What follows belongs to an exercise in optimizing a design on an open flow for small area; a production flow would make more cautious choices. In this exercise RTL edits were held to simulation tests only and were not proved equivalent to the original. The flow treats the clock pin as an ideal source, which a real chip does not have. No activity file was given, so power comes from the tool's default toggle rates.

`flow/design.v`:
```
package pd_pkg;
  typedef enum logic [1:0] {
    IDLE,
    RUN,
    HOLD
  } pd_state_t;
  localparam int PD_PIPE_LATENCY = 4;
  localparam int OVR_W = 16;
endpackage
module pd_pipeline (
  input  logic [25:0] r_q,
  input  logic [18:0] e_q,
  input  logic [2:0]  da0, da1, db0, db1,    
  input  logic [27:0] s_q,
  input  logic [1:0]  cf_q,
  input  logic        cut_q,
  output logic [3:0]  res,
  output logic [27:0] s_n,
  output logic [1:0]  cf_n,
  output logic [25:0] isum,
  output logic        cut_d,
  output logic [27:0] s_init
);
  assign s_init = 28'h1580000;
  logic [27:0] ix;
  logic [20:0] ex;
  assign ix = {{2{r_q[25]}}, r_q};
  assign ex = {{2{e_q[18]}}, e_q};
  logic [26:0] a0_p;
  logic a0_neg;
  assign a0_neg = da0[2];
  assign a0_p = (({27{da0[0]}} & ix[26:0]) | ({27{da0[1]}} & {ix[25:0], 1'b0})) ^ {27{da0[2]}};
  logic [26:0] a1_p;
  logic a1_neg;
  assign a1_neg = da1[2];
  assign a1_p = (({27{da1[0]}} & ix[26:0]) | ({27{da1[1]}} & {ix[25:0], 1'b0})) ^ {27{da1[2]}};
  logic [19:0] b0_p;
  logic b0_neg;
  assign b0_neg = db0[2];
  assign b0_p = (({20{db0[0]}} & ex[19:0]) | ({20{db0[1]}} & {ex[18:0], 1'b0})) ^ {20{db0[2]}};
  logic [19:0] b1_p;
  logic b1_neg;
  assign b1_neg = db1[2];
  assign b1_p = (({20{db1[0]}} & ex[19:0]) | ({20{db1[1]}} & {ex[18:0], 1'b0})) ^ {20{db1[2]}};
  logic s1, c2, s3, c4, s5, c6, s7, c8, s9, c10, s11, c12;
  logic s13, c14, s15, c16, s17, c18, s19, c20, s21, c22, s23, c24;
  logic s25, c26, s27, c28, s29, c30, s31, c32, s33, c34, s35, c36;
  logic s37, c38, s39, c40, s41, c42, s43, c44, s45, c46, s47, c48;
  logic s49, c50, s51, c52, s53, c54, s55, c56, s57, c58, s59, c60;
  logic s61, c62, s63, c64, s65, c66, s67, c68, s69, c70, s71, c72;
  logic s73, c74, s75, c76, s77, c78, s79, c80, s81, c82, s83, c84;
  logic s85, c86, s87, c88, s89, c90, s91, c92, s93, c94, s95, c96;
  logic s97, c98, s99, c100, s101, c102, s103, c104, s105, c106, s107, c108;
  logic s109, c110, s111, c112, s113, c114, s115, c116, s117, c118, s119, c120;
  logic s121, c122, s123, c124, s125, c126, s127, c128, s129, c130, s131, c132;
  logic s133, c134, s135, c136, s137, c138, s139, c140, s141, c142, s143, c144;
  logic s145, c146, s147, c148, s149, c150, s151, c152, s153, c154, s155, c156;
  logic s157, c158, s159, c160, s161, c162, s163, c164, s165, c166, s167, c168;
  logic s169, c170, s171, c172, s173, c174, s175, c176, s177, c178, s179, c180;
  logic s181, c182, s183, c184, s185, c186, s187, c188, s189, c190, s191, c192;
  logic s193, c194, s195, c196, s197, c198, s199, c200, s201, c202, s203, c204;
  logic s205, c206, s207, c208, s209, c210, s211, c212, s213, c214, s215, c216;
  logic s217, c218, s219, c220, s221, c222, s223, c224, s225, c226, s227, c228;
  logic s229, c230, s231, c232, s233, c234, s235, c236, s237, c238, s239, c240;
  logic s241, c242, s243, c244, s245, c246, s247, c248, s249, c250, s251, c252;
  logic s253, c254, s255, c256, s257, c258;
  assign s1 = a0_neg ^ b0_neg ^ s_q[0];
  assign c2 = (a0_neg & b0_neg) | (a0_neg & s_q[0]) | (b0_neg & s_q[0]);
  assign s3 = a0_p[0] ^ b0_p[0] ^ s1;
  assign c4 = (a0_p[0] & b0_p[0]) | (a0_p[0] & s1) | (b0_p[0] & s1);
  assign s5 = a0_p[1] ^ c2 ^ s_q[1];
  assign c6 = (a0_p[1] & c2) | (a0_p[1] & s_q[1]) | (c2 & s_q[1]);
  assign s7 = b0_p[1] ^ c4 ^ s5;
  assign c8 = (b0_p[1] & c4) | (b0_p[1] & s5) | (c4 & s5);
  assign s9 = a1_neg ^ b1_neg ^ s_q[2];
  assign c10 = (a1_neg & b1_neg) | (a1_neg & s_q[2]) | (b1_neg & s_q[2]);
  assign s11 = a0_p[2] ^ a1_p[0] ^ b0_p[2];
  assign c12 = (a0_p[2] & a1_p[0]) | (a0_p[2] & b0_p[2]) | (a1_p[0] & b0_p[2]);
  assign s13 = b1_p[0] ^ c6 ^ s9;
  assign c14 = (b1_p[0] & c6) | (b1_p[0] & s9) | (c6 & s9);
  assign s15 = c8 ^ s11 ^ s13;
  assign c16 = (c8 & s11) | (c8 & s13) | (s11 & s13);
  assign s17 = a0_p[3] ^ c10 ^ s_q[3];
  assign c18 = (a0_p[3] & c10) | (a0_p[3] & s_q[3]) | (c10 & s_q[3]);
  assign s19 = a1_p[1] ^ b0_p[3] ^ b1_p[1];
  assign c20 = (a1_p[1] & b0_p[3]) | (a1_p[1] & b1_p[1]) | (b0_p[3] & b1_p[1]);
  assign s21 = c12 ^ s17 ^ s19;
  assign c22 = (c12 & s17) | (c12 & s19) | (s17 & s19);
  assign s23 = c14 ^ c16 ^ s21;
  assign c24 = (c14 & c16) | (c14 & s21) | (c16 & s21);
  assign s25 = a0_p[4] ^ a1_p[2] ^ s_q[4];
  assign c26 = (a0_p[4] & a1_p[2]) | (a0_p[4] & s_q[4]) | (a1_p[2] & s_q[4]);
  assign s27 = b0_p[4] ^ b1_p[2] ^ c18;
  assign c28 = (b0_p[4] & b1_p[2]) | (b0_p[4] & c18) | (b1_p[2] & c18);
  assign s29 = c20 ^ c22 ^ s25;
  assign c30 = (c20 & c22) | (c20 & s25) | (c22 & s25);
  assign s31 = c24 ^ s27 ^ s29;
  assign c32 = (c24 & s27) | (c24 & s29) | (s27 & s29);
  assign s33 = a0_p[5] ^ a1_p[3] ^ s_q[5];
  assign c34 = (a0_p[5] & a1_p[3]) | (a0_p[5] & s_q[5]) | (a1_p[3] & s_q[5]);
  assign s35 = b0_p[5] ^ b1_p[3] ^ c26;
  assign c36 = (b0_p[5] & b1_p[3]) | (b0_p[5] & c26) | (b1_p[3] & c26);
  assign s37 = c28 ^ s33 ^ s35;
  assign c38 = (c28 & s33) | (c28 & s35) | (s33 & s35);
  assign s39 = c30 ^ c32 ^ s37;
  assign c40 = (c30 & c32) | (c30 & s37) | (c32 & s37);
  assign s41 = a0_p[6] ^ a1_p[4] ^ s_q[6];
  assign c42 = (a0_p[6] & a1_p[4]) | (a0_p[6] & s_q[6]) | (a1_p[4] & s_q[6]);
  assign s43 = b0_p[6] ^ b1_p[4] ^ c34;
  assign c44 = (b0_p[6] & b1_p[4]) | (b0_p[6] & c34) | (b1_p[4] & c34);
  assign s45 = c36 ^ s41 ^ s43;
  assign c46 = (c36 & s41) | (c36 & s43) | (s41 & s43);
  assign s47 = c38 ^ c40 ^ s45;
  assign c48 = (c38 & c40) | (c38 & s45) | (c40 & s45);
  assign s49 = a0_p[7] ^ a1_p[5] ^ s_q[7];
  assign c50 = (a0_p[7] & a1_p[5]) | (a0_p[7] & s_q[7]) | (a1_p[5] & s_q[7]);
  assign s51 = b0_p[7] ^ b1_p[5] ^ c42;
  assign c52 = (b0_p[7] & b1_p[5]) | (b0_p[7] & c42) | (b1_p[5] & c42);
  assign s53 = c44 ^ s49 ^ s51;
  assign c54 = (c44 & s49) | (c44 & s51) | (s49 & s51);
  assign s55 = c46 ^ c48 ^ s53;
  assign c56 = (c46 & c48) | (c46 & s53) | (c48 & s53);
  assign s57 = a0_p[8] ^ a1_p[6] ^ s_q[8];
  assign c58 = (a0_p[8] & a1_p[6]) | (a0_p[8] & s_q[8]) | (a1_p[6] & s_q[8]);
  assign s59 = b0_p[8] ^ b1_p[6] ^ c50;
  assign c60 = (b0_p[8] & b1_p[6]) | (b0_p[8] & c50) | (b1_p[6] & c50);
  assign s61 = c52 ^ s57 ^ s59;
  assign c62 = (c52 & s57) | (c52 & s59) | (s57 & s59);
  assign s63 = c54 ^ c56 ^ s61;
  assign c64 = (c54 & c56) | (c54 & s61) | (c56 & s61);
  assign s65 = a0_p[9] ^ a1_p[7] ^ s_q[9];
  assign c66 = (a0_p[9] & a1_p[7]) | (a0_p[9] & s_q[9]) | (a1_p[7] & s_q[9]);
  assign s67 = b0_p[9] ^ b1_p[7] ^ c58;
  assign c68 = (b0_p[9] & b1_p[7]) | (b0_p[9] & c58) | (b1_p[7] & c58);
  assign s69 = c60 ^ s65 ^ s67;
  assign c70 = (c60 & s65) | (c60 & s67) | (s65 & s67);
  assign s71 = c62 ^ c64 ^ s69;
  assign c72 = (c62 & c64) | (c62 & s69) | (c64 & s69);
  assign s73 = a0_p[10] ^ a1_p[8] ^ s_q[10];
  assign c74 = (a0_p[10] & a1_p[8]) | (a0_p[10] & s_q[10]) | (a1_p[8] & s_q[10]);
  assign s75 = b0_p[10] ^ b1_p[8] ^ c66;
  assign c76 = (b0_p[10] & b1_p[8]) | (b0_p[10] & c66) | (b1_p[8] & c66);
  assign s77 = c68 ^ s73 ^ s75;
  assign c78 = (c68 & s73) | (c68 & s75) | (s73 & s75);
  assign s79 = c70 ^ c72 ^ s77;
  assign c80 = (c70 & c72) | (c70 & s77) | (c72 & s77);
  assign s81 = a0_p[11] ^ a1_p[9] ^ s_q[11];
  assign c82 = (a0_p[11] & a1_p[9]) | (a0_p[11] & s_q[11]) | (a1_p[9] & s_q[11]);
  assign s83 = b0_p[11] ^ b1_p[9] ^ c74;
  assign c84 = (b0_p[11] & b1_p[9]) | (b0_p[11] & c74) | (b1_p[9] & c74);
  assign s85 = c76 ^ s81 ^ s83;
  assign c86 = (c76 & s81) | (c76 & s83) | (s81 & s83);
  assign s87 = c78 ^ c80 ^ s85;
  assign c88 = (c78 & c80) | (c78 & s85) | (c80 & s85);
  assign s89 = a0_p[12] ^ cf_q[0] ^ s_q[12];
  assign c90 = (a0_p[12] & cf_q[0]) | (a0_p[12] & s_q[12]) | (cf_q[0] & s_q[12]);
  assign s91 = a1_p[10] ^ b0_p[12] ^ b1_p[10];
  assign c92 = (a1_p[10] & b0_p[12]) | (a1_p[10] & b1_p[10]) | (b0_p[12] & b1_p[10]);
  assign s93 = c82 ^ s89 ^ s91;
  assign c94 = (c82 & s89) | (c82 & s91) | (s89 & s91);
  assign s95 = c84 ^ c86 ^ s93;
  assign c96 = (c84 & c86) | (c84 & s93) | (c86 & s93);
  assign s97 = c88 ^ s95;
  assign c98 = c88 & s95;
  assign s99 = a0_p[13] ^ a1_p[11] ^ s_q[13];
  assign c100 = (a0_p[13] & a1_p[11]) | (a0_p[13] & s_q[13]) | (a1_p[11] & s_q[13]);
  assign s101 = b0_p[13] ^ b1_p[11] ^ c90;
  assign c102 = (b0_p[13] & b1_p[11]) | (b0_p[13] & c90) | (b1_p[11] & c90);
  assign s103 = c92 ^ c94 ^ s99;
  assign c104 = (c92 & c94) | (c92 & s99) | (c94 & s99);
  assign s105 = c96 ^ s101 ^ s103;
  assign c106 = (c96 & s101) | (c96 & s103) | (s101 & s103);
  assign s107 = c98 ^ s105;
  assign c108 = c98 & s105;
  assign s109 = a0_p[14] ^ a1_p[12] ^ s_q[14];
  assign c110 = (a0_p[14] & a1_p[12]) | (a0_p[14] & s_q[14]) | (a1_p[12] & s_q[14]);
  assign s111 = b0_p[14] ^ b1_p[12] ^ c100;
  assign c112 = (b0_p[14] & b1_p[12]) | (b0_p[14] & c100) | (b1_p[12] & c100);
  assign s113 = c102 ^ s109 ^ s111;
  assign c114 = (c102 & s109) | (c102 & s111) | (s109 & s111);
  assign s115 = c104 ^ c106 ^ s113;
  assign c116 = (c104 & c106) | (c104 & s113) | (c106 & s113);
  assign s117 = c108 ^ s115;
  assign c118 = c108 & s115;
  assign s119 = a0_p[15] ^ a1_p[13] ^ s_q[15];
  assign c120 = (a0_p[15] & a1_p[13]) | (a0_p[15] & s_q[15]) | (a1_p[13] & s_q[15]);
  assign s121 = b0_p[15] ^ b1_p[13] ^ c110;
  assign c122 = (b0_p[15] & b1_p[13]) | (b0_p[15] & c110) | (b1_p[13] & c110);
  assign s123 = c112 ^ s119 ^ s121;
  assign c124 = (c112 & s119) | (c112 & s121) | (s119 & s121);
  assign s125 = c114 ^ c116 ^ s123;
  assign c126 = (c114 & c116) | (c114 & s123) | (c116 & s123);
  assign s127 = c118 ^ s125;
  assign c128 = c118 & s125;
  assign s129 = a0_p[16] ^ a1_p[14] ^ s_q[16];
  assign c130 = (a0_p[16] & a1_p[14]) | (a0_p[16] & s_q[16]) | (a1_p[14] & s_q[16]);
  assign s131 = b0_p[16] ^ b1_p[14] ^ c120;
  assign c132 = (b0_p[16] & b1_p[14]) | (b0_p[16] & c120) | (b1_p[14] & c120);
  assign s133 = c122 ^ s129 ^ s131;
  assign c134 = (c122 & s129) | (c122 & s131) | (s129 & s131);
  assign s135 = c124 ^ c126 ^ s133;
  assign c136 = (c124 & c126) | (c124 & s133) | (c126 & s133);
  assign s137 = a0_p[17] ^ a1_p[15] ^ s_q[17];
  assign c138 = (a0_p[17] & a1_p[15]) | (a0_p[17] & s_q[17]) | (a1_p[15] & s_q[17]);
  assign s139 = b0_p[17] ^ b1_p[15] ^ c130;
  assign c140 = (b0_p[17] & b1_p[15]) | (b0_p[17] & c130) | (b1_p[15] & c130);
  assign s141 = c132 ^ s137 ^ s139;
  assign c142 = (c132 & s137) | (c132 & s139) | (s137 & s139);
  assign s143 = c134 ^ c136 ^ s141;
  assign c144 = (c134 & c136) | (c134 & s141) | (c136 & s141);
  assign s145 = a0_p[18] ^ a1_p[16] ^ s_q[18];
  assign c146 = (a0_p[18] & a1_p[16]) | (a0_p[18] & s_q[18]) | (a1_p[16] & s_q[18]);
  assign s147 = b0_p[18] ^ b1_p[16] ^ c138;
  assign c148 = (b0_p[18] & b1_p[16]) | (b0_p[18] & c138) | (b1_p[16] & c138);
  assign s149 = c140 ^ s145 ^ s147;
  assign c150 = (c140 & s145) | (c140 & s147) | (s145 & s147);
  assign s151 = c142 ^ c144 ^ s149;
  assign c152 = (c142 & c144) | (c142 & s149) | (c144 & s149);
  assign s153 = a0_p[19] ^ a1_p[17] ^ s_q[19];
  assign c154 = (a0_p[19] & a1_p[17]) | (a0_p[19] & s_q[19]) | (a1_p[17] & s_q[19]);
  assign s155 = b1_p[17] ^ c146 ^ ~b0_p[19];
  assign c156 = (b1_p[17] & c146) | (b1_p[17] & ~b0_p[19]) | (c146 & ~b0_p[19]);
  assign s157 = c148 ^ s153 ^ s155;
  assign c158 = (c148 & s153) | (c148 & s155) | (s153 & s155);
  assign s159 = c150 ^ c152 ^ s157;
  assign c160 = (c150 & c152) | (c150 & s157) | (c152 & s157);
  assign s161 = a0_p[20] ^ cf_q[1] ^ s_q[20];
  assign c162 = (a0_p[20] & cf_q[1]) | (a0_p[20] & s_q[20]) | (cf_q[1] & s_q[20]);
  assign s163 = a1_p[18] ^ b1_p[18] ^ c154;
  assign c164 = (a1_p[18] & b1_p[18]) | (a1_p[18] & c154) | (b1_p[18] & c154);
  assign s165 = c156 ^ s161 ^ s163;
  assign c166 = (c156 & s161) | (c156 & s163) | (s161 & s163);
  assign s167 = c158 ^ c160 ^ s165;
  assign c168 = (c158 & c160) | (c158 & s165) | (c160 & s165);
  assign s169 = a0_p[21] ^ a1_p[19] ^ s_q[21];
  assign c170 = (a0_p[21] & a1_p[19]) | (a0_p[21] & s_q[21]) | (a1_p[19] & s_q[21]);
  assign s171 = c162 ^ s169 ^ ~b1_p[19];
  assign c172 = (c162 & s169) | (c162 & ~b1_p[19]) | (s169 & ~b1_p[19]);
  assign s173 = c164 ^ c166 ^ s171;
  assign c174 = (c164 & c166) | (c164 & s171) | (c166 & s171);
  assign s175 = c168 ^ s173;
  assign c176 = c168 & s173;
  assign s177 = a0_p[22] ^ a1_p[20] ^ s_q[22];
  assign c178 = (a0_p[22] & a1_p[20]) | (a0_p[22] & s_q[22]) | (a1_p[20] & s_q[22]);
  assign s179 = c170 ^ c172 ^ s177;
  assign c180 = (c170 & c172) | (c170 & s177) | (c172 & s177);
  assign s181 = c174 ^ c176 ^ s179;
  assign c182 = (c174 & c176) | (c174 & s179) | (c176 & s179);
  assign s183 = a0_p[23] ^ a1_p[21] ^ s_q[23];
  assign c184 = (a0_p[23] & a1_p[21]) | (a0_p[23] & s_q[23]) | (a1_p[21] & s_q[23]);
  assign s185 = c178 ^ c180 ^ s183;
  assign c186 = (c178 & c180) | (c178 & s183) | (c180 & s183);
  assign s187 = c182 ^ s185;
  assign c188 = c182 & s185;
  assign s189 = a0_p[24] ^ a1_p[22] ^ s_q[24];
  assign c190 = (a0_p[24] & a1_p[22]) | (a0_p[24] & s_q[24]) | (a1_p[22] & s_q[24]);
  assign s191 = c184 ^ c186 ^ s189;
  assign c192 = (c184 & c186) | (c184 & s189) | (c186 & s189);
  assign s193 = a0_p[25] ^ a1_p[23] ^ s_q[25];
  assign c194 = (a0_p[25] & a1_p[23]) | (a0_p[25] & s_q[25]) | (a1_p[23] & s_q[25]);
  assign s195 = c190 ^ c192 ^ s193;
  assign c196 = (c190 & c192) | (c190 & s193) | (c192 & s193);
  assign s197 = a1_p[24] ^ s_q[26] ^ ~a0_p[26];
  assign c198 = (a1_p[24] & s_q[26]) | (a1_p[24] & ~a0_p[26]) | (s_q[26] & ~a0_p[26]);
  assign s199 = c194 ^ c196 ^ s197;
  assign c200 = (c194 & c196) | (c194 & s197) | (c196 & s197);
  assign s201 = a1_p[25] ^ c198 ^ s_q[27];
  assign c202 = (a1_p[25] & c198) | (a1_p[25] & s_q[27]) | (c198 & s_q[27]);
  assign s203 = c200 ^ s201;
  assign c204 = c200 & s201;
  assign s205 = c202 ^ c204 ^ ~a1_p[26];
  assign c206 = (c202 & c204) | (c202 & ~a1_p[26]) | (c204 & ~a1_p[26]);
  assign res[0] = s3;
  assign res[1] = s7;
  assign res[2] = s15;
  assign res[3] = s23;
  assign s_n[0] = s31;
  assign s_n[1] = s39;
  assign s_n[2] = s47;
  assign s_n[3] = s55;
  assign s_n[4] = s63;
  assign s_n[5] = s71;
  assign s_n[6] = s79;
  assign s_n[7] = s87;
  assign s_n[8] = s97;
  assign s_n[9] = s107;
  assign s_n[10] = s117;
  assign s_n[11] = s127;
  assign s_n[12] = s135;
  assign s_n[13] = s143;
  assign s_n[14] = s151;
  assign s_n[15] = s159;
  assign s_n[16] = s167;
  assign s_n[17] = s175;
  assign s_n[18] = s181;
  assign s_n[19] = s187;
  assign s_n[20] = s191;
  assign s_n[21] = s195;
  assign s_n[22] = s199;
  assign s_n[23] = s203;
  assign s_n[24] = s205;
  assign s_n[25] = c206;
  assign s_n[26] = 1'b0;
  assign s_n[27] = 1'b0;
  assign cf_n[0] = c128;
  assign cf_n[1] = c188;
  assign s207 = e_q[0] ^ r_q[0];
  assign c208 = e_q[0] & r_q[0];
  assign s209 = c208 ^ e_q[1] ^ r_q[1];
  assign c210 = (c208 & e_q[1]) | (c208 & r_q[1]) | (e_q[1] & r_q[1]);
  assign s211 = c210 ^ e_q[2] ^ r_q[2];
  assign c212 = (c210 & e_q[2]) | (c210 & r_q[2]) | (e_q[2] & r_q[2]);
  assign s213 = c212 ^ e_q[3] ^ r_q[3];
  assign c214 = (c212 & e_q[3]) | (c212 & r_q[3]) | (e_q[3] & r_q[3]);
  assign s215 = c214 ^ e_q[4] ^ r_q[4];
  assign c216 = (c214 & e_q[4]) | (c214 & r_q[4]) | (e_q[4] & r_q[4]);
  assign s217 = c216 ^ e_q[5] ^ r_q[5];
  assign c218 = (c216 & e_q[5]) | (c216 & r_q[5]) | (e_q[5] & r_q[5]);
  assign s219 = c218 ^ e_q[6] ^ r_q[6];
  assign c220 = (c218 & e_q[6]) | (c218 & r_q[6]) | (e_q[6] & r_q[6]);
  assign s221 = c220 ^ e_q[7] ^ r_q[7];
  assign c222 = (c220 & e_q[7]) | (c220 & r_q[7]) | (e_q[7] & r_q[7]);
  assign s223 = c222 ^ e_q[8] ^ r_q[8];
  assign c224 = (c222 & e_q[8]) | (c222 & r_q[8]) | (e_q[8] & r_q[8]);
  assign s225 = c224 ^ e_q[9] ^ r_q[9];
  assign c226 = (c224 & e_q[9]) | (c224 & r_q[9]) | (e_q[9] & r_q[9]);
  assign s227 = c226 ^ e_q[10] ^ r_q[10];
  assign c228 = (c226 & e_q[10]) | (c226 & r_q[10]) | (e_q[10] & r_q[10]);
  assign s229 = c228 ^ e_q[11] ^ r_q[11];
  assign c230 = (c228 & e_q[11]) | (c228 & r_q[11]) | (e_q[11] & r_q[11]);
  assign s231 = c230 ^ e_q[12] ^ r_q[12];
  assign c232 = (c230 & e_q[12]) | (c230 & r_q[12]) | (e_q[12] & r_q[12]);
  assign s233 = cut_q ^ e_q[13] ^ r_q[13];
  assign c234 = (cut_q & e_q[13]) | (cut_q & r_q[13]) | (e_q[13] & r_q[13]);
  assign s235 = c234 ^ e_q[14] ^ r_q[14];
  assign c236 = (c234 & e_q[14]) | (c234 & r_q[14]) | (e_q[14] & r_q[14]);
  assign s237 = c236 ^ e_q[15] ^ r_q[15];
  assign c238 = (c236 & e_q[15]) | (c236 & r_q[15]) | (e_q[15] & r_q[15]);
  assign s239 = c238 ^ e_q[16] ^ r_q[16];
  assign c240 = (c238 & e_q[16]) | (c238 & r_q[16]) | (e_q[16] & r_q[16]);
  assign s241 = c240 ^ e_q[17] ^ r_q[17];
  assign c242 = (c240 & e_q[17]) | (c240 & r_q[17]) | (e_q[17] & r_q[17]);
  assign s243 = c242 ^ e_q[18] ^ r_q[18];
  assign c244 = (c242 & e_q[18]) | (c242 & r_q[18]) | (e_q[18] & r_q[18]);
  assign s245 = c244 ^ e_q[18] ^ r_q[19];
  assign c246 = (c244 & e_q[18]) | (c244 & r_q[19]) | (e_q[18] & r_q[19]);
  assign s247 = c246 ^ e_q[18] ^ r_q[20];
  assign c248 = (c246 & e_q[18]) | (c246 & r_q[20]) | (e_q[18] & r_q[20]);
  assign s249 = c248 ^ e_q[18] ^ r_q[21];
  assign c250 = (c248 & e_q[18]) | (c248 & r_q[21]) | (e_q[18] & r_q[21]);
  assign s251 = c250 ^ e_q[18] ^ r_q[22];
  assign c252 = (c250 & e_q[18]) | (c250 & r_q[22]) | (e_q[18] & r_q[22]);
  assign s253 = c252 ^ e_q[18] ^ r_q[23];
  assign c254 = (c252 & e_q[18]) | (c252 & r_q[23]) | (e_q[18] & r_q[23]);
  assign s255 = c254 ^ e_q[18] ^ r_q[24];
  assign c256 = (c254 & e_q[18]) | (c254 & r_q[24]) | (e_q[18] & r_q[24]);
  assign s257 = c256 ^ e_q[18] ^ r_q[25];
  assign c258 = (c256 & e_q[18]) | (c256 & r_q[25]) | (e_q[18] & r_q[25]);
  assign isum[0] = s207;
  assign isum[1] = s209;
  assign isum[2] = s211;
  assign isum[3] = s213;
  assign isum[4] = s215;
  assign isum[5] = s217;
  assign isum[6] = s219;
  assign isum[7] = s221;
  assign isum[8] = s223;
  assign isum[9] = s225;
  assign isum[10] = s227;
  assign isum[11] = s229;
  assign isum[12] = s231;
  assign isum[13] = s233;
  assign isum[14] = s235;
  assign isum[15] = s237;
  assign isum[16] = s239;
  assign isum[17] = s241;
  assign isum[18] = s243;
  assign isum[19] = s245;
  assign isum[20] = s247;
  assign isum[21] = s249;
  assign isum[22] = s251;
  assign isum[23] = s253;
  assign isum[24] = s255;
  assign isum[25] = s257;
  assign cut_d = c232;
endmodule
module pd_controller #(
  parameter int INPUT_WIDTH    = 18,
  parameter int OUTPUT_WIDTH   = 32,
  parameter int INTEGRAL_LIMIT = 2**24
) (
  input  logic                    clk,
  input  logic                    rst_n,
  input  logic                    enable,
  input  logic                    clear_integral,
  input  logic [INPUT_WIDTH-1:0]  kp_in,
  input  logic [INPUT_WIDTH-1:0]  ki_in,
  input  logic [INPUT_WIDTH-1:0]  setpoint_in,
  input  logic                    sample_valid,
  input  logic [INPUT_WIDTH-1:0]  sample,
  output logic                    sample_ready,
  output logic                    out_valid,
  input  logic                    out_ready,
  output logic [OUTPUT_WIDTH-1:0] out_data,
  output logic [OUTPUT_WIDTH-1:0] integral_out,
  output logic                    integral_sat,
  output logic                    busy,
  output logic [pd_pkg::OVR_W-1:0] overrun_count
);
  logic [2:0] st;
  logic       idle, hold, running, cyc3, cyc4, en_ok, capture;
  assign idle    = (st == 3'd0);
  assign hold    = (st == 3'd6);
  assign running = !idle && !hold;
  assign cyc3    = (st == 3'd4);
  assign cyc4    = (st == 3'd5);
  assign en_ok   = rst_n && enable;
  assign capture = en_ok && cyc4;
  assign sample_ready = idle && enable;
  assign busy         = !idle;
  assign out_valid    = hold;
  always_ff @(posedge clk) begin
    if (!en_ok)                st <= 3'd0;
    else if (idle)             st <= sample_valid ? 3'd1 : 3'd0;
    else if (hold)             st <= out_ready ? 3'd0 : 3'd6;
    else                       st <= st + 3'd1;
  end
  logic [25:0] rn_q, r_q;    
  logic        zf;
  assign r_q = ~rn_q;
  assign integral_out = zf ? '0 : {{6{r_q[25]}}, r_q};
  logic [17:0] ki_q;      
  logic [17:0] kp_q;      
  logic        kc_q;      
  logic        ip_q, kq_q;   
  logic [18:0] en_q, e_q;   
  assign e_q = ~en_q;
  logic [27:0] s_q;
  logic [1:0]  cf_q;
  logic        cut_q;
  logic [3:0]  res;
  logic [27:0] s_n;
  logic [1:0]  cf_n;
  logic [25:0] isum;
  logic        cut_d;
  logic [27:0] s_init;
  logic [4:0] kib, kb;
  logic [2:0] da0, da1, db0, db1;
  function automatic logic [2:0] benc(input logic [2:0] b);
    benc[0] = b[1] ^ b[0];
    benc[1] = (b[2] & ~b[1] & ~b[0]) | (~b[2] & b[1] & b[0]);
    benc[2] = b[2];
  endfunction
  assign kib = {cyc4 ? {2{ki_q[1]}} : ki_q[3:2], ki_q[1:0], ip_q};
  assign kb  = {kp_q[3:0], kq_q};
  assign da0 = benc(kib[2:0]);
  assign da1 = benc(kib[4:2]);
  assign db0 = benc(kb[2:0]);
  assign db1 = benc(kb[4:2]);
  logic [3:0] ki_nx;
  logic [4:0] kn;    
  logic [3:0] kn_s;
  assign ki_nx = {cyc3 ? {2{ki_q[5]}} : ki_q[7:6], ki_q[5:4]};
  assign kn[0] = kc_q;
  for (genvar i = 0; i < 4; i++) begin : g_kn
    assign kn_s[i]  = ki_nx[i] ^ kp_q[4+i] ^ kn[i];
    assign kn[i+1]  = (ki_nx[i] & kp_q[4+i]) | (ki_nx[i] & kn[i]) | (kp_q[4+i] & kn[i]);
  end
  logic [4:0]  k0;
  logic [18:0] e_in;
  logic [3:0]  k0_s;
  logic [18:0] ex_a, ex_b;
  logic [19:0] e_c;
  assign k0[0] = 1'b0;
  for (genvar i = 0; i < 4; i++) begin : g_k0
    assign k0_s[i] = ki_in[i] ^ kp_in[i] ^ k0[i];
    assign k0[i+1] = (ki_in[i] & kp_in[i]) | (ki_in[i] & k0[i]) | (kp_in[i] & k0[i]);
  end
  assign ex_a   = {sample[17], sample};
  assign ex_b   = ~{setpoint_in[17], setpoint_in};
  assign e_c[0] = 1'b1;
  for (genvar i = 0; i < 19; i++) begin : g_e
    assign e_in[i]   = ex_a[i] ^ ex_b[i] ^ e_c[i];
    assign e_c[i+1]  = (ex_a[i] & ex_b[i]) | (ex_a[i] & e_c[i]) | (ex_b[i] & e_c[i]);
  end
  pd_pipeline u_pipe (
    .r_q   (r_q),
    .e_q   (e_q),
    .da0   (da0),
    .da1   (da1),
    .db0   (db0),
    .db1   (db1),
    .s_q   (s_q),
    .cf_q  (cf_q),
    .cut_q (cut_q),
    .res   (res),
    .s_n   (s_n),
    .cf_n  (cf_n),
    .isum  (isum),
    .cut_d (cut_d),
    .s_init(s_init)
  );
  always_ff @(posedge clk) begin
    if (idle) begin
      ki_q <= ki_in;
      kp_q <= {kp_in[17:4], k0_s};
      kc_q <= k0[4];
      ip_q <= 1'b0;
      kq_q <= 1'b0;
      en_q <= ~e_in;
      s_q  <= s_init;
      cf_q <= '0;
    end else begin
      ki_q <= {res, ki_q[17:4]};
      kp_q <= {{4{kp_q[17]}}, kp_q[17:8], kn_s};
      kc_q <= kn[4];
      ip_q <= ki_q[3];
      kq_q <= kp_q[3];
      s_q  <= s_n;
      cf_q <= cf_n;
    end
    cut_q <= cut_d;
  end
  logic sat, pos_ovf, neg_ovf;
  logic [25:0] clamped;
  assign pos_ovf = !isum[25] && isum[24] && (|isum[23:0]);
  assign neg_ovf = isum[25] && !isum[24];
  assign sat     = pos_ovf || neg_ovf;
  assign clamped = {isum[25], isum[24] | sat, isum[23:0] & {24{!sat}}};
  always_ff @(posedge clk) begin
    if (capture)               rn_q <= ~clamped;
    else if (zf && !running)   rn_q <= '1;
  end
  always_ff @(posedge clk) begin
    if (!en_ok || clear_integral) zf <= 1'b1;
    else if (cyc4)                zf <= 1'b0;
  end
  always_ff @(posedge clk) begin
    if (!en_ok)     integral_sat <= 1'b0;
    else if (cyc4)  integral_sat <= sat;
  end
  always_ff @(posedge clk) begin
    if (!rst_n)        out_data <= '0;
    else if (capture)  out_data <= {s_n[11:0], res, ki_q[17:2]};
  end
  logic [16:0] ov_c;
  logic [15:0] ov_s;
  assign ov_c[0] = enable && sample_valid && !idle && !(&overrun_count);
  for (genvar i = 0; i < 16; i++) begin : g_ov
    assign ov_s[i]   = overrun_count[i] ^ ov_c[i];
    assign ov_c[i+1] = overrun_count[i] & ov_c[i];
  end
  always_ff @(posedge clk) begin
    if (!rst_n) overrun_count <= '0;
    else        overrun_count <= ov_s;
  end
endmodule
```
`flow/flow/run.sh`:
```
#!/bin/bash
# Standard synthesis, then its combinational logic is improved for area while
# its registers, full adders and their names are kept: full adders are flipped to
# their dual form where that removes inverters (fa_flip.tcl, fa_flip.py) and
# the rest of the logic is re-mapped by ABC with an area-only script
# (remap.tcl). Then the standard layout with four changes: after floorplan the
# adders are flipped once more; the port buffers use the smallest buffer cell;
# the clock tree has a clkbuf_16 root, clkbuf_8 leaves and no dummy loads;
# after CTS, leaves that drive many flip-flops become clkbuf_16 (clk_fix.tcl).
set -e
RES=$PWD/orfs/results/$FLOW_PLATFORM/pd_controller/base
export FA_FLIP_DIR="$PWD/flow"
export FA_FLIP_WORK="$PWD"
bash standard.sh synth > standard_synth.log 2>&1
cp $RES/1_2_yosys.v $PWD/synth_standard.v
FLIP_IN=$PWD/synth_standard.v FLIP_OUT=$PWD/synth_flipped.v \
  openroad -no_init -exit $PWD/flow/flip_netlist.tcl > flip_netlist.log 2>&1
REMAP_LIB=$FLOW_HOME/platforms/$FLOW_PLATFORM/lib/sky130_fd_sc_hd__tt_025C_1v80.lib \
REMAP_TOP=$FLOW_TOP REMAP_IN=$PWD/synth_flipped.v REMAP_OUT=$PWD/synth_remap.v \
  yosys -c $PWD/flow/remap.tcl > remap.log 2>&1
cp $PWD/synth_remap.v $RES/1_2_yosys.v
rm -f $RES/1_synth.odb $RES/1_synth.sdc
export POST_FLOORPLAN_TCL="$PWD/flow/fa_flip.tcl"
export BUFFER_PORTS_ARGS="-buffer_cell sky130_fd_sc_hd__buf_1"
export CTS_ARGS="-sink_clustering_enable -repair_clock_nets -dont_use_dummy_load -root_buf sky130_fd_sc_hd__clkbuf_16 -buf_list {sky130_fd_sc_hd__clkbuf_8}"
export POST_CTS_TCL="$PWD/flow/clk_fix.tcl"
bash standard.sh > standard.log 2>&1
```
`flow/flow/clk_fix.tcl`:
```
# Upsize clock leaf buffers that drive many flip-flops (or see a slow edge)
# so that every flip-flop clock pin keeps a sharp edge.
estimate_parasitics -placement
set changed 0
foreach inst [get_cells -filter "ref_name == sky130_fd_sc_hd__clkbuf_8"] {
  set out [get_pins -of_objects $inst -filter "direction == output"]
  set net [get_nets -of_objects $out]
  set n [llength [get_pins -of_objects $net -filter "direction == input"]]
  set slew [get_property $out slew_max_rise]
  puts "clk_fix: [get_full_name $inst] fanout $n slew $slew"
  if {$n > 14 || $slew > 0.09} {
    replace_cell $inst sky130_fd_sc_hd__clkbuf_16
    incr changed
  }
}
puts "clk_fix: upsized $changed clock buffers"
if {$changed} {
  detailed_placement
  check_placement -verbose
  estimate_parasitics -placement
}
```
`flow/flow/fa_flip.py`:
```
#!/usr/bin/env python3
"""Choose full-adder cells to flip to their dual form.

A full adder is self-dual: FA(~a, ~b, ~c) = (~sum, ~carry). Synthesis leaves
inverters on many adder pins; flipping an adder (taking the complement of each
input and producing the complement of each output) can remove them. This
reads a gate-level Verilog netlist and prints, one per line, the adder
instances whose flip lowers the number of inverters needed (greedy search).
"""
import re
import sys
import collections

src = open(sys.argv[1]).read()
insts = re.findall(r'^\s*(sky130_fd_sc_hd__\w+)\s+(\S+)\s*\((.*?)\);', src, re.S | re.M)
OUTP = ('X', 'Y', 'Q', 'SUM', 'COUT', 'Q_N', 'HI', 'LO')
cells = {}
drv = {}
for typ, name, body in insts:
    pins = dict((p, n.strip()) for p, n in re.findall(r'\.(\w+)\(([^()]*)\)', body))
    cells[name] = (typ, pins)
    for p, n in pins.items():
        if p in OUTP:
            drv[n] = (name, p)


def isinv(t):
    return re.match(r'sky130_fd_sc_hd__(clk)?inv_\d+$', t) is not None


def isfa(t):
    return t.startswith('sky130_fd_sc_hd__fa_')


def root(n):
    pol = 0
    seen = 0
    while n in drv and isinv(cells[drv[n][0]][0]) and seen < 10:
        n = cells[drv[n][0]][1]['A']
        pol ^= 1
        seen += 1
    return n, pol


# output ports: any net named in the port list counts as a load needing its polarity
ports = set()
m = re.search(r'module\s+\w+\s*\((.*?)\);', src, re.S)
for line in re.findall(r'^\s*output\s+(?:\[[^\]]*\]\s*)?([^;]+);', src, re.M):
    for p in line.split(','):
        ports.add(p.strip())

loads = []
for name, (t, p) in cells.items():
    if isinv(t):
        continue
    for pin, n in p.items():
        if pin in OUTP:
            continue
        s, pol = root(n)
        loads.append((s, pol, name if isfa(t) else None))
for n in list(drv):
    base = re.sub(r'\s', '', n)
    if base.lstrip('\\') in ports or re.sub(r'\[\d+\]$', '', base.lstrip('\\')) in ports:
        s, pol = root(n)
        loads.append((s, pol, None))

fas = [n for n, (t, p) in cells.items() if isfa(t)]
faout = {}
for f in fas:
    for pin in ('SUM', 'COUT'):
        n = cells[f][1].get(pin)
        if n:
            faout[n] = f
# adders with an unconnected pin are left alone
skip = set()
for f in fas:
    for pin in ('A', 'B', 'CIN', 'SUM', 'COUT'):
        if not cells[f][1].get(pin):
            skip.add(f)

by_sig = collections.defaultdict(list)
for i, (s, pol, f) in enumerate(loads):
    by_sig[s].append(i)
sig_of_fa = collections.defaultdict(set)
for s, pol, f in loads:
    if f:
        sig_of_fa[f].add(s)
for f in fas:
    for pin in ('SUM', 'COUT'):
        n = cells[f][1].get(pin)
        if n:
            sig_of_fa[f].add(n)

flip = {}


def sig_cost(s):
    rs = set()
    for i in by_sig.get(s, []):
        _, pol, f = loads[i]
        rs.add(pol ^ (flip.get(f, 0) if f else 0))
    avail = flip.get(faout[s], 0) if s in faout else 0
    return 1 if (1 - avail) in rs else 0


def total():
    return sum(sig_cost(s) for s in set(by_sig) | set(faout))


before = total()
improved = True
while improved:
    improved = False
    for f in fas:
        if f in skip:
            continue
        sigs = sig_of_fa[f]
        c0 = sum(sig_cost(s) for s in sigs)
        flip[f] = 1 - flip.get(f, 0)
        c1 = sum(sig_cost(s) for s in sigs)
        if c1 < c0:
            improved = True
        else:
            flip[f] = 1 - flip[f]
after = total()
sys.stderr.write("fa_flip: inverters needed %d -> %d, %d adders flipped\n"
                 % (before, after, sum(flip.values())))
for f in fas:
    if flip.get(f):
        print(f.lstrip('\\'))
```
`flow/flow/fa_flip.tcl`:
```
# Flip full adders to their dual form where that removes inverters
# (FA(~a, ~b, ~c) = (~sum, ~carry)); fa_flip.py chooses the adders.
set ::ff_block [ord::get_db_block]
set ::ff_inv [[ord::get_db] findMaster sky130_fd_sc_hd__inv_1]
set ::ff_n 0

proc ff_is_inv {inst} {
  return [regexp {^sky130_fd_sc_hd__(clk)?inv_[0-9]+$} [[$inst getMaster] getName]]
}
proc ff_driver {net} {
  foreach it [$net getITerms] {
    if {[$it isOutputSignal]} { return [$it getInst] }
  }
  return ""
}
proc ff_new_net {} {
  incr ::ff_n
  while {[$::ff_block findNet "fa_flip_net_$::ff_n"] ne "NULL"} { incr ::ff_n }
  return [odb::dbNet_create $::ff_block "fa_flip_net_$::ff_n"]
}
proc ff_new_name {prefix} {
  incr ::ff_n
  while {[$::ff_block findInst "${prefix}_$::ff_n"] ne "NULL"} { incr ::ff_n }
  return "${prefix}_$::ff_n"
}
proc ff_new_inv {in_net out_net} {
  set inst [odb::dbInst_create $::ff_block $::ff_inv [ff_new_name fa_flip_inv]]
  [$inst findITerm A] connect $in_net
  [$inst findITerm Y] connect $out_net
  return $inst
}
# a net that carries the complement of net
proc ff_complement {net} {
  set d [ff_driver $net]
  if {$d ne "" && [ff_is_inv $d]} { return [[$d findITerm A] getNet] }
  foreach it [$net getITerms] {
    if {[$it isInputSignal] && [ff_is_inv [$it getInst]]} {
      set y [[[$it getInst] findITerm Y] getNet]
      if {$y ne "NULL"} { return $y }
    }
  }
  set out [ff_new_net]
  ff_new_inv $net $out
  return $out
}
proc ff_flip {fa} {
  foreach p {A B CIN} {
    set it [$fa findITerm $p]
    set m [ff_complement [$it getNet]]
    $it disconnect
    $it connect $m
  }
  foreach p {SUM COUT} {
    set it [$fa findITerm $p]
    set y [$it getNet]
    if {$y eq "NULL"} { continue }
    set y2 [ff_new_net]
    $it disconnect
    $it connect $y2
    # inverters on y now see y2 directly
    foreach lit [$y getITerms] {
      set inst [$lit getInst]
      if {![$lit isInputSignal] || ![ff_is_inv $inst]} { continue }
      set z [[$inst findITerm Y] getNet]
      if {$z eq "NULL" || [llength [$z getBTerms]] > 0} { continue }
      foreach zit [$z getITerms] {
        if {[$zit getInst] ne $inst} {
          $zit disconnect
          $zit connect $y2
        }
      }
      odb::dbInst_destroy $inst
      odb::dbNet_destroy $z
    }
    if {[llength [$y getITerms]] > 0 || [llength [$y getBTerms]] > 0} {
      ff_new_inv $y2 $y
    } else {
      odb::dbNet_destroy $y
    }
  }
}
# remove inverters whose output drives nothing, and inverter pairs
proc ff_cleanup {} {
  set changed 1
  while {$changed} {
    set changed 0
    foreach inst [$::ff_block getInsts] {
      if {![ff_is_inv $inst]} { continue }
      set y [[$inst findITerm Y] getNet]
      set a [[$inst findITerm A] getNet]
      if {$y eq "NULL"} { continue }
      if {[llength [$y getITerms]] == 1 && [llength [$y getBTerms]] == 0} {
        odb::dbInst_destroy $inst
        odb::dbNet_destroy $y
        set changed 1
        continue
      }
      set d [ff_driver $a]
      if {$d ne "" && [ff_is_inv $d] && [llength [$y getBTerms]] == 0} {
        set src [[$d findITerm A] getNet]
        foreach it [$y getITerms] {
          if {[$it getInst] ne $inst} {
            $it disconnect
            $it connect $src
          }
        }
        odb::dbInst_destroy $inst
        odb::dbNet_destroy $y
        set changed 1
      }
    }
  }
}

# An inverter fed by a gate that drives nothing else: use the gate's
# complement cell instead (nand2 -> and2, a21oi -> a21o, ...) where smaller.
set ::ff_pairs {
  nand2_1 and2_1  nor2_1 or2_1  nand3_1 and3_1  nor3_1 or3_1  nand4_1 and4_1
  nor4_1 or4_1  xor2_1 xnor2_1  a21oi_1 a21o_1  o21ai_0 o21a_1  o21ai_1 o21a_1
  a22oi_1 a22o_1  o22ai_1 o22a_1  mux2i_1 mux2_1  a211oi_1 a211o_1
  o211ai_1 o211a_1  a31oi_1 a31o_1  o31ai_1 o31a_1  a221oi_1 a221o_1
  o221ai_1 o221a_1  a32oi_1 a32o_1  a2bb2oi_1 a2bb2o_1  o2bb2ai_1 o2bb2a_1
}
array set ::ff_comp {}
foreach {x y} $::ff_pairs {
  set ::ff_comp(sky130_fd_sc_hd__$x) sky130_fd_sc_hd__$y
  if {![info exists ::ff_comp(sky130_fd_sc_hd__$y)]} { set ::ff_comp(sky130_fd_sc_hd__$y) sky130_fd_sc_hd__$x }
}
proc ff_area {m} { return [expr {[$m getWidth] * [$m getHeight]}] }
proc ff_absorb {} {
  set n 0
  foreach inv [$::ff_block getInsts] {
    if {![ff_is_inv $inv]} { continue }
    set a [[$inv findITerm A] getNet]
    set y [[$inv findITerm Y] getNet]
    if {$a eq "NULL" || $y eq "NULL"} { continue }
    if {[llength [$a getITerms]] != 2 || [llength [$a getBTerms]] != 0} { continue }
    set g [ff_driver $a]
    if {$g eq "" || $g eq $inv} { continue }
    set gm [[$g getMaster] getName]
    if {![info exists ::ff_comp($gm)]} { continue }
    set cm [[ord::get_db] findMaster $::ff_comp($gm)]
    if {$cm eq "NULL"} { continue }
    if {[ff_area $cm] >= [ff_area [$g getMaster]] + [ff_area [$inv getMaster]]} { continue }
    set ok 1
    set conns {}
    foreach it [$g getITerms] {
      if {[$it isOutputSignal]} { continue }
      set mt [$it getMTerm]
      if {[$mt getSigType] ne "SIGNAL"} { continue }
      set nm [$mt getName]
      if {[$cm findMTerm $nm] eq "NULL"} { set ok 0; break }
      lappend conns $nm [$it getNet]
    }
    set outs {}
    foreach mt [$cm getMTerms] {
      if {[$mt getSigType] eq "SIGNAL" && [$mt getIoType] eq "OUTPUT"} { lappend outs [$mt getName] }
    }
    if {!$ok || [llength $outs] != 1} { continue }
    set new [odb::dbInst_create $::ff_block $cm [ff_new_name fa_flip_g]]
    foreach {nm net} $conns {
      if {$net ne "NULL"} { [$new findITerm $nm] connect $net }
    }
    odb::dbInst_destroy $inv
    odb::dbInst_destroy $g
    odb::dbNet_destroy $a
    [$new findITerm [lindex $outs 0]] connect $y
    incr n
  }
  return $n
}

set ff_count_before 0
foreach inst [$::ff_block getInsts] { if {[ff_is_inv $inst]} { incr ff_count_before } }
set ff_netlist $::env(FA_FLIP_WORK)/fa_flip_netlist.v
write_verilog $ff_netlist
set ff_list [exec python3 $::env(FA_FLIP_DIR)/fa_flip.py $ff_netlist 2> $::env(FA_FLIP_WORK)/fa_flip_py.log]
foreach name $ff_list {
  set fa [$::ff_block findInst $name]
  if {$fa eq "NULL"} { puts "fa_flip: no instance $name"; continue }
  ff_flip $fa
}
ff_cleanup
set ff_absorbed [ff_absorb]
ff_cleanup
set ff_count_after 0
foreach inst [$::ff_block getInsts] { if {[ff_is_inv $inst]} { incr ff_count_after } }
puts "fa_flip: flipped [llength $ff_list] adders, absorbed $ff_absorbed inverters into gates, inverters $ff_count_before -> $ff_count_after"
```
`flow/flow/flip_netlist.tcl`:
```
# Flip full adders in a gate-level netlist (see fa_flip.tcl) and write it back.
set P $::env(FLOW_HOME)/platforms/$::env(FLOW_PLATFORM)
read_lef $P/lef/sky130_fd_sc_hd.tlef
read_lef $P/lef/sky130_fd_sc_hd_merged.lef
read_liberty $P/lib/sky130_fd_sc_hd__tt_025C_1v80.lib
read_verilog $::env(FLIP_IN)
link_design $::env(FLOW_TOP)
proc ff_run {} { source $::env(FA_FLIP_DIR)/fa_flip.tcl }
ff_run
write_verilog $::env(FLIP_OUT)
```
`flow/flow/remap.tcl`:
```
# Re-map the combinational logic of the standard synthesis for area.
# The registers, full adders and tie cells of the standard synthesis are
# kept as they are (same cells, same names); everything else (half adders
# included) is handed to ABC with an area-only mapping script and mapped
# back to the library.
yosys -import
set lib $::env(REMAP_LIB)
set top $::env(REMAP_TOP)
read_liberty -ignore_miss_func $lib
read_verilog $::env(REMAP_IN)
hierarchy -top $top
set keep {}
foreach m [split [exec grep -o {sky130_fd_sc_hd__[a-z0-9_]*} $::env(REMAP_IN) | sort -u] "\n"] {
  if {[regexp {__(dfxtp|edfxtp|dfrtp|dfstp|dfxbp|dfrbp|dfbbp|dfsbp|edfxbp|sdf|dlx|dlrtp|fa_|conb_)} $m]} {
    lappend keep $m
  }
}
puts "remap: keeping [join $keep { }]"
foreach m $keep { setattr -mod -set keep_hierarchy 1 $m }
flatten
# the port wires of flattened cells are aliases; hide them so they go away
yosys rename -hide w:*.*
opt_clean -purge
abc -liberty $lib -dont_use sky130_fd_sc_hd__probe_p_8 -dont_use sky130_fd_sc_hd__probec_p_8 \
    -dont_use sky130_fd_sc_hd__lpflow_* -script "+strash; dch -f; amap -x; topo"
opt_clean -purge
hilomap -singleton -hicell sky130_fd_sc_hd__conb_1 HI -locell sky130_fd_sc_hd__conb_1 LO
splitnets
opt_clean -purge
insbuf -buf sky130_fd_sc_hd__buf_4 A X
select $top
check
write_verilog -noattr -nohex -nodec -selected $::env(REMAP_OUT)
```
`flow/standard.sh`:
```
#!/bin/bash
# synth_recipe.tcl (not shown) runs the flow's synth.tcl, then flattens the netlist and writes it again
# the make line also repeats each setting of config.mk as NAME=value (left out here)
make -C /OpenROAD-flow-scripts/flow DESIGN_CONFIG=/design/flow/config.mk WORK_HOME=/design/flow/orfs CLKGATE_MAP_FILE= SYNTH_SCRIPT=/design/flow/synth_recipe.tcl "${@:-finish}"
```
`flow/config.mk`:
```
export PLATFORM = sky130hd
export DESIGN_NAME = pd_controller
export DESIGN_NICKNAME = pd_controller
export VERILOG_FILES = /design/flow/design.v
export SDC_FILE = /design/flow/constraint.sdc
export NUM_CORES = 4
export LEC_CHECK = 0
export ABC_AREA = 1
export CAP_MARGIN = 20
export CORE_MARGIN = 2
export CORE_UTILIZATION = 40
export CTS_BUF_LIST = sky130_fd_sc_hd__clkbuf_8 sky130_fd_sc_hd__clkbuf_16
export PLACE_DENSITY = 0.6
export SLEW_MARGIN = 20
```
`flow/constraint.sdc`:
```
create_clock -name core_clock -period 10.0 [get_ports {clk}]
set_input_delay 2.0000 -clock core_clock [delete_from_list [all_inputs] [get_ports {clk}]]
set_output_delay 2.0000 -clock core_clock [all_outputs]
set_load 0.01 [all_outputs]
```
==> flow_summary.yaml, run 1 <==
cts:
  clk_latency_ns: 0.39
  clkTransAtPathRegs_ns: 0.08
  cts_sinks: 166
  cts_tree: "built"
worst_setup_path:
  crit_required_ns: 10.12
  path_common_cell: "fa_1"
  start_kind: "primary input"
  arrival_ns: 9.01
  crit_slowest_cell: "fa_1"
  cp_max_fo: 1
  path_cells: "buf_1 > clkinv_1 > fa_1 > fa_1 > fa_1 > fa_1 > fa_1 > fa_1 > fa_1 > fa_1 > fa_1 > fa_1 > fa_1 > fa_1 > fa_1 > fa_1 > fa_1 > fa_1 > fa_1"
  reg2regPathDepth: 24
  end_kind: "flop"
  regToRegSetupSlack_ns: 1.61
  max_stage_delay_ns: 0.45
  r2r-end: "s_q[18]"
  worstReg2RegStart: "st[2]"
  crit_type: "primary input to flop"
sta:
  final_max_slew_viol_count: 0
  fin_ws_ns: 1.109
  hold_violations: 0
  worstMarginPinSlew_ns: 1.003
  period_share_pct: 88.91
  slew_headroom_pct: 33.13
  max_clock_freq_ghz: 0.1125
  fin_skew_ns: 0.02046
  fin_setup_tns_ns: 0
  final-setup-viol-count: 0
  rsz0062_at_grt: "false"
  fin_crit_ns: 8.891
detailed_routing:
  wl_per_cell_um: 16.99
  post_drt_via_cell_ratio: 5.204
  final_antenna_net_count: 0
  vias: 7915
  drc: 0
  firstDrtPassIters: 5
  first_iter_violations: 573
  wl_um: 25850
placement:
  place.gp.congestion: 0.8232
  dpl_cell_area_mm2: 0.01130
  pre_cts_ws_ns: 0.6539
  dp_hpwl_um: 19140
  portBuffers: 161
worst_hold_path:
  hold_path_depth: 1
  min-delay-start: "kp_q[15]"
  holdPathEnd: "kp_q[11]"
  hold_path.class: "flop to flop"
yosys:
  ys.warnings.count: 1
  syn_area_mm2: 0.01019
  syn-num-nets: 1234
  syn_avg_cell_area_um2: 10.06
  syn_inst: 1013
grt:
  grt_pass1_vias: 7914
  antenna_found_initial: 0
  grt_usage_pct: 20.44
  grt_start_max_net_pins: 80
  grt_overflow: 0
  grt_pass1_wl_um: 42120
layout:
  final_area_mm2: 0.01156
  nets: 1414
  final_core_util_pct: 46.05
  drive_above_1_share_pct: 3.526
  area.growth.synth_to_final_pct: 13.43
  antenna_cells: 0
floorplan:
  die_area_mm2: 0.02678
  core.rowCount: 58
  ioPinCount: 162
  die_width_um: 163.6
  initial_core_util_pct: 40.60
  dieHeight_um: 163.6
  core_area_mm2: 0.02511
job:
  cap_violations: 0
power:
  ir_worst_vdd_mv: 0.1426
  powerDensity_mw_per_mm2: 256.8
  p_leak_nw: 3.745
outcome:
  status: "finished clean"
[layer usage]
| layer | up-vias | wire length (um) | global-route usage, % |
|---|---|---|---|
| met5 | - | 0 | 0 |
| met4 | 0 | 343 | 5.263 |
| met3 | 20 | 1525 | 4.418 |
| met2 | 208 | 12450 | 33.65 |
| met1 | 3823 | 11520 | 27.47 |
| li1 | 3864 | - | - |
[through the flow]
| step | cells | power [mW] | hold WS (ns) |
|---|---|---|---|
| 6_report | 1521 | 2.970 | 0.4583 |
| 5_1_grt | 1521 | 3.314 | 0.4816 |
| 3_5_place_dp | 1504 | 2.612 | 0.4418 |
| 2_1_floorplan | 1013 | 2.151 | 0.4293 |
| 3_3_place_gp | 1504 | 2.565 | 0.4429 |
[critical path: cells and delay by family]
family,cells,cell delay [ns]
fa+ha+maj,17,6.85
buf+inv,2,0.16
[cell type report, without the clock buffers]
type,instances,area (um2)
Inverter,100,375.4
Fill cell,2456,13550
Multi-Input combinational cell,728,5976
Sequential cell,166,3784
Timing Repair Buffer,180,748.2
Tap cell,330,412.9
[power by group]
group,leakage (nW),switching [mW],internal [mW]
clock network,0.138,0.225,0.178
logic,2.22,0.963,0.778
registers,1.39,0.0635,0.761
total,3.74,1.25,1.72
[cell usage in the layout, fill, tap and decap left out, drive strengths merged, types with 23 or more instances in the layout]
master	count
buf	179
fa	143
nand2	120
dfxtp	120
o21ai	107
nor2	104
o22ai	97
clkinv	95
edfxtp	46
o22a	29
or2	25
a21oi	23
[state kept, by name, summed over array words and instances (netlist names)]
register	count
en_q	19
zf	1
cf_q	2
out_data	32
st	3
ip_q	1
kq_q	1
integral_sat	1
kp_q	18
ki_q	18
kc_q	1
rn_q	26
cut_q	1
overrun_count	16
s_q	26
[worst max-delay path by stage]
stage                     slack [ns]      start        to  depth (start not counted)
final                           1.11  sample[1]  en_q[17]                         19
after global routing            0.77      st[0]   s_q[19]                         26
after detailed placement        0.65  sample[1]  en_q[17]                         19
after global placement          0.77  sample[1]  en_q[17]                         19
after floorplan                 0.98    ki_q[1]   s_q[18]                         21
==> run 2: changes to the inputs <==
--- a/flow/flow/run.sh
+++ b/flow/flow/run.sh
@@ -21,6 +21,7 @@
 cp $PWD/synth_remap.v $RES/1_2_yosys.v
 rm -f $RES/1_synth.odb $RES/1_synth.sdc
 export POST_FLOORPLAN_TCL="$PWD/flow/fa_flip.tcl"
+export PRE_GLOBAL_PLACE_TCL="$PWD/flow/pre_gpl.tcl"
 export BUFFER_PORTS_ARGS="-buffer_cell sky130_fd_sc_hd__buf_1"
 export CTS_ARGS="-sink_clustering_enable -repair_clock_nets -dont_use_dummy_load -root_buf sky130_fd_sc_hd__clkbuf_16 -buf_list {sky130_fd_sc_hd__clkbuf_8}"
 export POST_CTS_TCL="$PWD/flow/clk_fix.tcl"
==> flow/flow/pre_gpl.tcl (new file) <==
# Global placement runs without timing-driven mode; remove the buffers that
# synthesis left (as timing-driven mode would) before the ports are buffered.
remove_buffers
--- a/flow/config.mk
+++ b/flow/config.mk
@@ -10,5 +10,6 @@
 export CORE_MARGIN = 2
 export CORE_UTILIZATION = 40
 export CTS_BUF_LIST = sky130_fd_sc_hd__clkbuf_8 sky130_fd_sc_hd__clkbuf_16
+export GPL_TIMING_DRIVEN = 0
 export PLACE_DENSITY = 0.6
 export SLEW_MARGIN = 20
==> flow_summary.yaml, run 2 <==
sta:
  worstMarginPinSlew_ns: 0.8382
  fin_crit_ns: 9.031
  final-setup-viol-count: 0
  hold_ws_ns: 0.4608
  rsz0062_at_grt: "false"
  max_clock_freq_ghz: 0.1107
  hold_violations: 0
  final_max_slew_viol_count: 0
  slew_headroom_pct: 44.12
  fin_skew_ns: 0.02522
  period_share_pct: 90.31
  fin_ws_ns: 0.9691
detailed_routing:
  final_antenna_net_count: 0
  wl_um: 25640
  post_drt_via_cell_ratio: 5.321
  firstDrtPassIters: 5
  vias: 8051
  wl_per_cell_um: 16.95
  first_iter_violations: 483
  drc: 0
layout:
  final_area_mm2: 0.01164
  top_register: "out_data"
  largest_reg_flops: 32
  final_common_cell: "buf_1"
  top_regs: "out_data (32), rn_q (26), s_q (26)"
  drive_above_1_share_pct: 3.804
  area.growth.synth_to_final_pct: 14.21
  nets: 1406
  antenna_cells: 0
  final_cell_mix: "buf_1, fa_1, nand2_1"
worst_hold_path:
  hold_path_depth: 1
  hold_path.class: "flop to flop"
cts:
  cts_sinks: 166
  clkTransAtPathRegs_ns: 0.09
  clk_latency_ns: 0.38
  cts_tree: "built"
placement:
  place.gp.congestion: 0.7936
  pre_cts_ws_ns: 0.4860
  dp_hpwl_um: 19290
  dpl_cell_area_mm2: 0.01136
  portBuffers: 161
floorplan:
  core.rowCount: 58
  core_area_mm2: 0.02511
  die_width_um: 163.6
  die_area_mm2: 0.02678
  ioPinCount: 162
  dieHeight_um: 163.6
  initial_core_util_pct: 40.60
worst_setup_path:
  crit_slowest_cell: "dfxtp_1"
  arrival_ns: 9.27
  crit_type: "flop to flop"
  crit_required_ns: 10.24
  end_kind: "flop"
  path_cells: "clkinv_2 > nor2_1 > or3_2 > o22ai_1 > nand2_1 > o21ai_0 > fa_1 > clkinv_1 > fa_1 > fa_1 > fa_1 > fa_1 > fa_1 > fa_1 > fa_1 > fa_1 > fa_1 > fa_1 > fa_1 > nor2b_1 > fa_1 > clkinv_1 > nor3_1 > a31oi_1"
  start_kind: "flop"
  cp_max_fo: 46
  max_stage_delay_ns: 0.84
  reg2regPathDepth: 24
  regToRegSetupSlack_ns: 0.97
  path_common_cell: "fa_1"
grt:
  grt_start_max_net_pins: 47
  antenna_found_initial: 0
  use_met2_pct: 33.88
  top_usage_layer: "met2"
  globalRouteMet3Util_pct: 3.860
  grt_pass1_vias: 8011
  use_met1_pct: 27.00
  grt_usage_pct: 20.12
  grt_pass1_wl_um: 41810
  grt_overflow: 0
power:
  p_sw_mw: 1.219
  pwr-share-seq_pct: 28.9
  ir_worst_vdd_mv: 0.1734
  clockPowerShare_pct: 13.4
  intPower_mw: 1.688
  p_total_mw: 2.907
  switching_share_pct: 41.94
  comb_power_share_pct: 57.8
  powerDensity_mw_per_mm2: 249.7
  p_leak_nw: 3.764
outcome:
  status: "finished clean"
yosys:
  syn_avg_cell_area_um2: 10.06
  ys.warnings.count: 1
  syn-num-nets: 1234
  syn_inst: 1013
  syn_area_mm2: 0.01019
job:
  cap_violations: 0
run 2: changes by cell type in the layout (fill, tap and decap cells not counted), moves of 2 or more:
cell,delta
dfxtp_2,+3
buf_16,+2
dfxtp_1,-3
clkinv_2,+2
buf_4,-19
buf_12,+3
clkinv_1,-3
buf_6,+4
buf_8,+2
run 2: worst max-delay path: cells and delay by family (launching register included):
family / cells / cell delay, ns
buffers and inverters: 3 / 0.92
AO/OA/AOI/OAI: 3 / 0.37
adder cells (fa/ha/maj): 13 / 5.27
AND/OR/NAND/NOR: 5 / 1.47
flip-flops: 1 / 0.84
run 2: cell type report, without the clock buffers:
| type | count | area [um2] |
|---|---|---|
| fillers | 2475 | 13470 |
| well taps | 330 | 412.9 |
| multi-input cells | 728 | 6013 |
| repair buffers | 172 | 795.8 |
| flip-flops and latches | 166 | 3787 |
| inverters | 100 | 377.9 |
run 2: routing by layer:
metal / vias up / part of all wire (%)
met5: - / 0
met4: 0 / 1.1
met3: 18 / 5.6
met2: 219 / 49
met1: 3951 / 44
li1: 3863 / -
run 2: final timing paths:
kind | start | end
max | ki_q[1] | s_q[19]
min | kp_q[10] | kp_q[6]
max reg2reg | ki_q[1] | s_q[19]
min reg2reg | kp_q[10] | kp_q[6]
run 2: power by group through the flow:
stage	logic, mW	registers, mW	clock network [mW]
2_1_floorplan	1.32	0.827	0
6_report	1.68	0.839	0.389
3_3_place_gp	1.68	0.856	0
5_1_grt	2.01	0.851	0.428
3_5_place_dp	1.72	0.854	0
run 2: stage by stage:
stage / utilization [%] / setup TNS [ns] / cells
2_1_floorplan: - / 0 / 1013
6_report: 46.37 / 0 / 1513
3_5_place_dp: 45.23 / 0 / 1495
3_3_place_gp: 44.28 / -57.48 / 1485
5_1_grt: 46.37 / 0 / 1513

afterwards: timing with drivers on the ports:
How much do the figures lean on ideal ports? The routed layouts below were timed once more, with nothing changed but the port constraints. Step 1 (the two cells are an assumption about what drives the block):
set clk [get_ports {clk}]
set_driving_cell -lib_cell sky130_fd_sc_hd__clkbuf_16 $clk
set_driving_cell -lib_cell sky130_fd_sc_hd__buf_2 [delete_from_list [all_inputs] $clk]
Step 2 adds t to the input delays and takes it off the output delays; t is the mean of the earliest and latest rising clock arrival at the registers after step 1. Input paths then give back, and output paths get back, about the clock's delay inside the block. Slacks: ideal ports / drivers / drivers and shift; pairs: ideal ports / drivers.
run | shift t [ns] | setup slack, ns | slew at the worst register clock pin (ns)
run 1 | 0.429 | 1.109 / 1.134 / 0.705 | 0.09 / 0.09
run 2 | 0.416 | 0.969 / 0.969 / 0.718 | 0.09 / 0.09
After both steps every run listed still meets setup and hold. For run 1, which loses most, drivers alone change the setup slack by +0.025 ns; drivers and shift together by -0.404 ns.
